From an optimization exercise on the open Yosys and OpenROAD flow, aimed at small area; shortcuts taken in it are not production practice. Only the layout flow was run in this run; the RTL was not checked for function there. Power is estimated from default activity; no workload was simulated.

## design/flow/config.mk

```make
export PLATFORM = sky130hd
export DESIGN_NAME = battle_top
export DESIGN_NICKNAME = battle_top
export VERILOG_FILES = /design/flow/design.v
export SDC_FILE = /design/flow/constraint.sdc
export NUM_CORES = 4
export LEC_CHECK = 0
export CAP_MARGIN = 20
export CORE_MARGIN = 2
export CORE_UTILIZATION = 40
export CTS_BUF_LIST = sky130_fd_sc_hd__clkbuf_8
export CTS_CLUSTER_DIAMETER = 100
export CTS_CLUSTER_SIZE = 30
export SLEW_MARGIN = 20
```

## design/flow/constraint.sdc

```tcl
create_clock -name core_clock -period 10.0 [get_ports {clock}]
set_input_delay 2.0000 -clock core_clock [delete_from_list [all_inputs] [get_ports {clock}]]
set_output_delay 2.0000 -clock core_clock [all_outputs]
set_load 0.01 [all_outputs]
```

## design/flow/design.v

```verilog
`default_nettype none
package battle_pkg;
	typedef logic [7:0] coord_t;  
	typedef logic [2:0] colour_t;  
	typedef logic [4:0] fuel_t;
	typedef logic [3:0] jump_t;
	typedef enum logic [2:0] {
		CLEAR,
		PAINT_MAP,
		DRAW_TANKS,
		WAIT_FRAME,
		ERASE,
		STEP,
		DRAW
	} painter_state_t;
endpackage
`default_nettype wire
`timescale 1ns/10ps
`default_nettype none
module battle_top
#(
	parameter int FRAME_PERIOD = 1000
) (
	input logic clock,
	input logic rst,
	input logic [3:0] key,
	output battle_pkg::coord_t pix_x,
	output battle_pkg::coord_t pix_y,
	output battle_pkg::colour_t pix_colour,
	output logic plot,
	output battle_pkg::fuel_t fuel,
	output logic turn
);
	logic [1:0] mode;  
	logic [14:0] q;
	logic [7:0] px;
	logic [6:0] py;
	logic [9:0] c;
	assign px = q[7:0];
	assign py = q[14:8];
	assign c = q[9:0];
	logic [15:0] q_inc;
	logic row_wrap, screen_wrap, map_end, frame_wrap, first_jump;
	logic screen_mode;
	assign screen_mode = ~mode[1];
	assign q_inc = {1'b0, q} + 16'd1;
	assign row_wrap = (px == 8'd255);
	assign screen_wrap = q_inc[15];
	assign map_end = screen_wrap && (mode == 2'd1);
	assign frame_wrap = mode[1] && (c == 10'd1023);
	assign first_jump = (mode == 2'd2) && (c[8:0] == 9'd511);
	always_ff @(posedge clock) begin
		if (rst) begin
			mode <= 2'd0;
			q <= {7'd7, 8'd255};  
		end else begin
			q <= q_inc[14:0] |
				{3'd0, screen_wrap, 3'd0, 8'd0} |  
				{7'd0, 1'b0, {2{screen_mode && row_wrap && !map_end}}, 5'd0} |  
				(map_end ? 15'd133 : 15'd0) |
				(frame_wrap ? 15'd24 : 15'd0) |
				(first_jump ? 15'd330 : 15'd0);
			if (screen_mode) mode <= mode + {1'b0, screen_wrap};
			else if (first_jump) mode <= 2'd3;
		end
	end
	battle_pkg::coord_t a_x, a_y, b_x, b_y;
	battle_pkg::jump_t jump_cap;
	logic erase_win, draw_win, upd, rot;
	logic [5:0] wi;  
	logic hill_px, ground;
	assign erase_win = (c[9:6] == 4'd1);
	assign draw_win = (c >= 10'd133) && (c <= 10'd196);
	assign upd = mode[1] && (c == 10'd131);
	assign wi = erase_win ? c[5:0] : c[5:0] - 6'd5;
	assign hill_px = ((px >= 8'd116) && (px < 8'd136)) ||
		((px >= 8'd156) && (px < 8'd176)) ||
		((px >= 8'd196) && (px < 8'd216));
	assign ground = hill_px ? (py > 7'd110) : (py > 7'd125);
	battle_pkg::coord_t sum_y;
	logic [7:0] dy;
	always_comb begin
		if (screen_mode) begin
			pix_x = {px[7:5] - 3'd3, px[4:0]};
			pix_y = {1'b0, py[6:3] - 4'd1, py[2:0]};
			plot = mode[0] || (py[6:3] != 4'd0);
			pix_colour = (mode[0] && ground) ? 3'b111 : 3'b000;
		end else begin
			pix_x = a_x + {4'd0, wi[3:0]};
			pix_y = sum_y;
			plot = erase_win || draw_win;
			pix_colour = erase_win ? 3'b000 : (wi[5] ? 3'b001 : 3'b010);
		end
	end
	battle_pkg::coord_t nx;
	battle_pkg::jump_t njump;
	logic stand, fall, rise, go_right, go_left, move_ok;
	logic hill_here, hill_right, hill_left;
	logic fire_key, right_key, left_key, jump_key;
	assign fire_key = ~key[0];
	assign right_key = ~key[1];
	assign left_key = ~key[2];
	assign jump_key = ~key[3];
	assign move_ok = upd && !fire_key && (fuel != 5'd0);
	assign hill_here = ((a_x >= 8'd20) && (a_x < 8'd40)) ||
		((a_x >= 8'd60) && (a_x < 8'd80)) ||
		((a_x >= 8'd100) && (a_x < 8'd120));
	assign hill_right = ((a_x >= 8'd19) && (a_x < 8'd39)) ||
		((a_x >= 8'd59) && (a_x < 8'd79)) ||
		((a_x >= 8'd99) && (a_x < 8'd119));
	assign hill_left = ((a_x >= 8'd21) && (a_x < 8'd41)) ||
		((a_x >= 8'd61) && (a_x < 8'd81)) ||
		((a_x >= 8'd101) && (a_x < 8'd121));
	logic y_le_hill, y_le_flat, y_eq_hill, y_eq_flat, on_ground, above_ground;
	assign y_le_hill = (a_y <= 8'd102);
	assign y_le_flat = (a_y <= 8'd117);
	assign y_eq_hill = (a_y == 8'd102);
	assign y_eq_flat = (a_y == 8'd117);
	assign on_ground = hill_here ? y_eq_hill : y_eq_flat;
	assign above_ground = (hill_here ? y_le_hill : y_le_flat) && !on_ground;
	always_comb begin
		stand = !jump_key && on_ground;
		fall = (!jump_key || jump_cap == 4'd0) && above_ground;
		rise = jump_key && (jump_cap != 4'd0);
		njump = jump_cap;
		if (stand) njump = 4'd10;
		else if (fall) njump = 4'd0;
		else if (rise) njump = jump_cap - 4'd1;
		go_right = right_key && (a_x < 8'd144) && (hill_right ? y_le_hill : y_le_flat);
		go_left = !go_right && left_key && (a_x != 8'd0) && (hill_left ? y_le_hill : y_le_flat);
	end
	logic dx_on, dx_neg;
	assign dx_on = move_ok && (go_right || go_left);
	assign dx_neg = move_ok && go_left;
	assign nx = a_x + {{7{dx_neg}}, dx_on};
	always_comb begin
		if (erase_win || draw_win) dy = wi[4] ? 8'd0 : 8'hff;
		else if (move_ok && rise) dy = 8'hff;
		else if (move_ok && fall) dy = 8'd1;
		else dy = 8'd0;
	end
	assign sum_y = a_y + dy;
	assign rot = ((erase_win || draw_win) && wi[4:0] == 5'd31) ||
		(mode[1] && c == 10'd130 && turn) ||
		(upd && !fire_key) ||
		(mode[1] && c == 10'd132 && !turn);
	always_ff @(posedge clock) begin
		if (rst) begin
			a_x <= 8'd5;
			a_y <= 8'd110;
			b_x <= 8'd76;
			b_y <= 8'd110;
		end else if (rot) begin
			a_x <= b_x;
			a_y <= b_y;
			b_x <= nx;
			b_y <= sum_y;
		end
	end
	always_ff @(posedge clock) begin
		if (rst) begin
			turn <= 1'b0;
			fuel <= 5'd30;
			jump_cap <= 4'd10;
		end else if (upd) begin
			if (fire_key) begin
				turn <= ~turn;
				fuel <= 5'd30;
				jump_cap <= 4'd10;
			end else if (fuel != 5'd0) begin
				jump_cap <= njump;
				if (go_right || go_left || rise) fuel <= fuel - 5'd1;
			end
		end
	end
endmodule
`default_nettype wire
```

## design/flow/run.sh

```bash
#!/bin/bash
# synth_recipe.tcl (not shown) runs the flow's synth.tcl, then flattens the netlist and writes it again
# the make line also repeats each setting of config.mk as NAME=value (left out here)
make -C /OpenROAD-flow-scripts/flow DESIGN_CONFIG=/design/flow/config.mk WORK_HOME=/design/flow/orfs CLKGATE_MAP_FILE= SYNTH_SCRIPT=/design/flow/synth_recipe.tcl finish
```

==> results.txt <==
## cell type report
class	count	area share, %
inverter	24	1.797
multi-input combinational	427	60.82
sequential	59	23.56
timing repair buffer	34	6.638
clock buffer	9	2.471
clock inverter	7	1.223
tap	140	3.494
## layout by cell type, fill, tap and decap left out, types with 11 or more instances in the layout
cell             synthesis  layout
mux2i_1                 26      26
clkdlybuf4s50_1          0      31
a21o_1                  11      11
nand3_1                 22      22
nand2_1                 50      50
xor2_1                  13      13
nor2_1                  51      51
xnor2_1                 25      25
a21oi_1                 32      32
inv_1                   24      26
dfxtp_1                 59      59
ha_1                    33      33
o21ai_0                 16      16
## state kept, by name, summed over array words and instances, names as in the netlist, 2 cells and up
register / cells
a_x: 8
a_y: 8
b_x: 8
b_y: 8
fuel: 5
jump_cap: 4
mode: 2
q: 15
## worst paths after layout
path	from	endpoint	slack, ps	depth (start not counted)
max reg2reg	q[7]	b_y[7]	5860	14
min reg2reg	b_x[1]	b_x[1]	450	2
max	key[3]	pix_y[7]	2210	14
min	b_x[1]	b_x[1]	450	2
## per-layer routing
metal | vias up | GRT usage, % | share of wire [%]
met5 | - | 0 | 0
met2 | 79 | 30.06 | 46
met1 | 1792 | 25.41 | 49
met3 | 7 | 3.880 | 4.4
li1 | 1954 | - | -
met4 | 0 | 5.696 | 1.0
## metrics by stage
step / total power, uW / hold slack (ps) / instances / area [sq um]
floorplan: 429.1 / 431.2 / 545 / 4502
global placement: 507.9 / 438.7 / 684 / 4828
detailed placement: 508.0 / 444.4 / 684 / 4828
CTS: 722.2 / 451.7 / 700 / 5014
global route: 757.3 / 492.3 / 700 / 5014
finish: 715.5 / 450.6 / 700 / 5014
## kinds of logic after synthesis
logic type,after synthesis,share of synthesized area (%)
AOI/OAI and AO/OA,118,18.20
xor gates and xnor gates,38,7.393
adders and majority gates,36,10.51
buffers and inverters,59,6.031
DFF,59,26.24
muxes,32,7.476
and+or+nand+nor,203,24.15
## worst register-to-register path, cell delays in order, from the launching register on
cell,delay [ps]
dfxtp_1,660
nor4b_2,340
and4_1,440
and2_2,260
nand3_1,110
a21oi_2,480
ha_1,340
a21o_1,180
a21oi_1,210
nor2_1,70
a211o_1,300
a21o_1,180
a21oi_1,160
xnor2_1,100
o21a_1,190
## power breakdown
group	internal, uW	switching (uW)	total [uW]
combinational	114	100	214
sequential	249	42.1	291
clock	112	98.2	211
==> impl_results.md <==
- Crit end category: output port
- Most frequent cell after synthesis: dfxtp_1
- Sink Count: 59
- TNS Setup: 0 ps
- Slew Limit Fails: 0
- Max Clock Skew: approximately 8 ps
- DR DRC count: 0
- CTS buffer count: 9
- GRT overflow: 0
- Worst-Margin Slew: 851.3 ps
- Final setup viols: 0
- Sequential cell area: 0.001181 sq mm
- Pleak: 0.002164 uW
- Hold_buf cts: 0
- P per Cell Area: between 100 and 150 mW/mm^2
- Routed Antenna Nets: 0
- Area growth, synth to finish: 11.37%
- # rows: 38
- Share of layout cells above drive strength 1: around 7.3%
- Clock root buffer master: clkbuf_8
- Largest net degree at the start of global routing: 42
- Die area: around 0.012 sq mm
- Die Wd: 110.1 um
- RSZ-0062 raised after global routing: false
- Fillcell total: roughly 1100
- DPL Wire Length: 7464 um
- Post-route clock period utilization: 77.88%
- VDD IR max: 0.09219 mV
- Synth cell types: 75
- Layout net count: ~600
- Worst path buffer plus inverter count: 2
- Gpl congestion: between 0.8 and 0.9
- Top FF cell, synth: dfxtp_1
- # resized after CTS: 0
- Die span in y: 110.1 um
- Critical path, cell by cell: clkdlybuf4s50_1 > a21oi_1 > nand3_1 > a21oi_2 > ha_1 > a21o_1 > a21oi_1 > nor2_1 > a211o_1 > a21o_1 > a21oi_1 > xnor2_1 > and2_1 > clkdlybuf4s50_1
- Post-synth top area cell: dfxtp_1
- Port Buffer Count: 31
- Wire per inst: 15.12 um
- Finished Core Util: 46.05%
- Delay-heaviest family, CP: compound AO/OA/AOI/OAI gates
- Yosys warning count: 1
- Antenna Cells: 0
- Post-CTS setup buffers: 0
- Hold Vio Cnt, Final: 0
- Core Region: 0.01089 sq mm
- Async S/R FF share, synth: 0%
- Final WS setup: 2212 ps
- Max-cap violations: 0
- Fin crit period: 7788 ps
- Clock transition at path regs: around 60 ps
- Clock Path Buffers: 2
- Worst-Skew Late Latency: 340 ps
- Largest cells by area after synthesis: dfxtp_1 26%, ha_1 9.2%, mux2i_1 5.8%
- Dpl ws: 2196 ps
- Mapped Area: 0.004502 sq mm
- Seq cells post-synth: between 50 and 60
- Vias in the first global route: roughly 3700
- Top cell type's share of synthesized area: 26.24%
- Number of synthesized flops with an enable pin: 0
- H-tree depth: 3
- Syn Nets: roughly 600
- FMAX: 128.4 MHz
- Gr usage total: between 10% and 20%
- Slew headroom: 43.18%
- Ports: 32
- Syn_area_per_cell: about 8.3 sq um
- Via-to-Cell Ratio: roughly 5.5
- Slowest-stage cell, CP: clkdlybuf4s50_1
- Critical path class: primary input to output port
- Part of the Yosys area used for sequential elements: a little over a quarter
- Max Fanout on Critical Path: 8
- CP dominant cell by count: a21oi_1
- DR iter-0 viols: 214
- Routed vias: between 3000 and 4000
- Status: no timing/DRC/antenna violations
- Post-synth top cells: 59 x dfxtp_1, 51 x nor2_1, 50 x nand2_1, 33 x ha_1, 32 x a21oi_1
- Worst Path Required: 8000 ps
- Worst min-delay path class: flop to flop
- Initial Utilization: 41.35%
- CTS tree: done
- First-pass GRT wire length: around 18000 um
- Critical path startpoint category: primary input
- Drt total wl: 10580 um
- Multi-input gate area: 0.003049 sq mm
- Syn Inst Count: 545
- Initial antenna violation count: 0
- Crit path DAT: 5790 ps
- Detailed-router iteration count before antenna repair: 5
- CP peak stage delay: 530 ps

[separate check: timing with driven ports]
How much do the figures lean on ideal ports? The routed layout below was timed once more, with nothing changed but the port constraints.
Step 1, drivers: a clkbuf_16 drives clock and a buf_2 each remaining input, both assumed.
Step 2 also shifts input and output timing later by t, the mid clock arrival at the registers, as if the neighbouring blocks saw the same clock.
a / b / c = no drivers / after step 1 / after step 2; a / b = the first two.
t, ns: 0.374
setup WS [ns]: 2.212 / 2.189 / 2.189
worst data-port slew with drivers (ns): 0.03
After both steps setup and hold are still met in this run. The setup slack of this run moves by -0.023 ns with the drivers and by -0.023 ns with both steps.
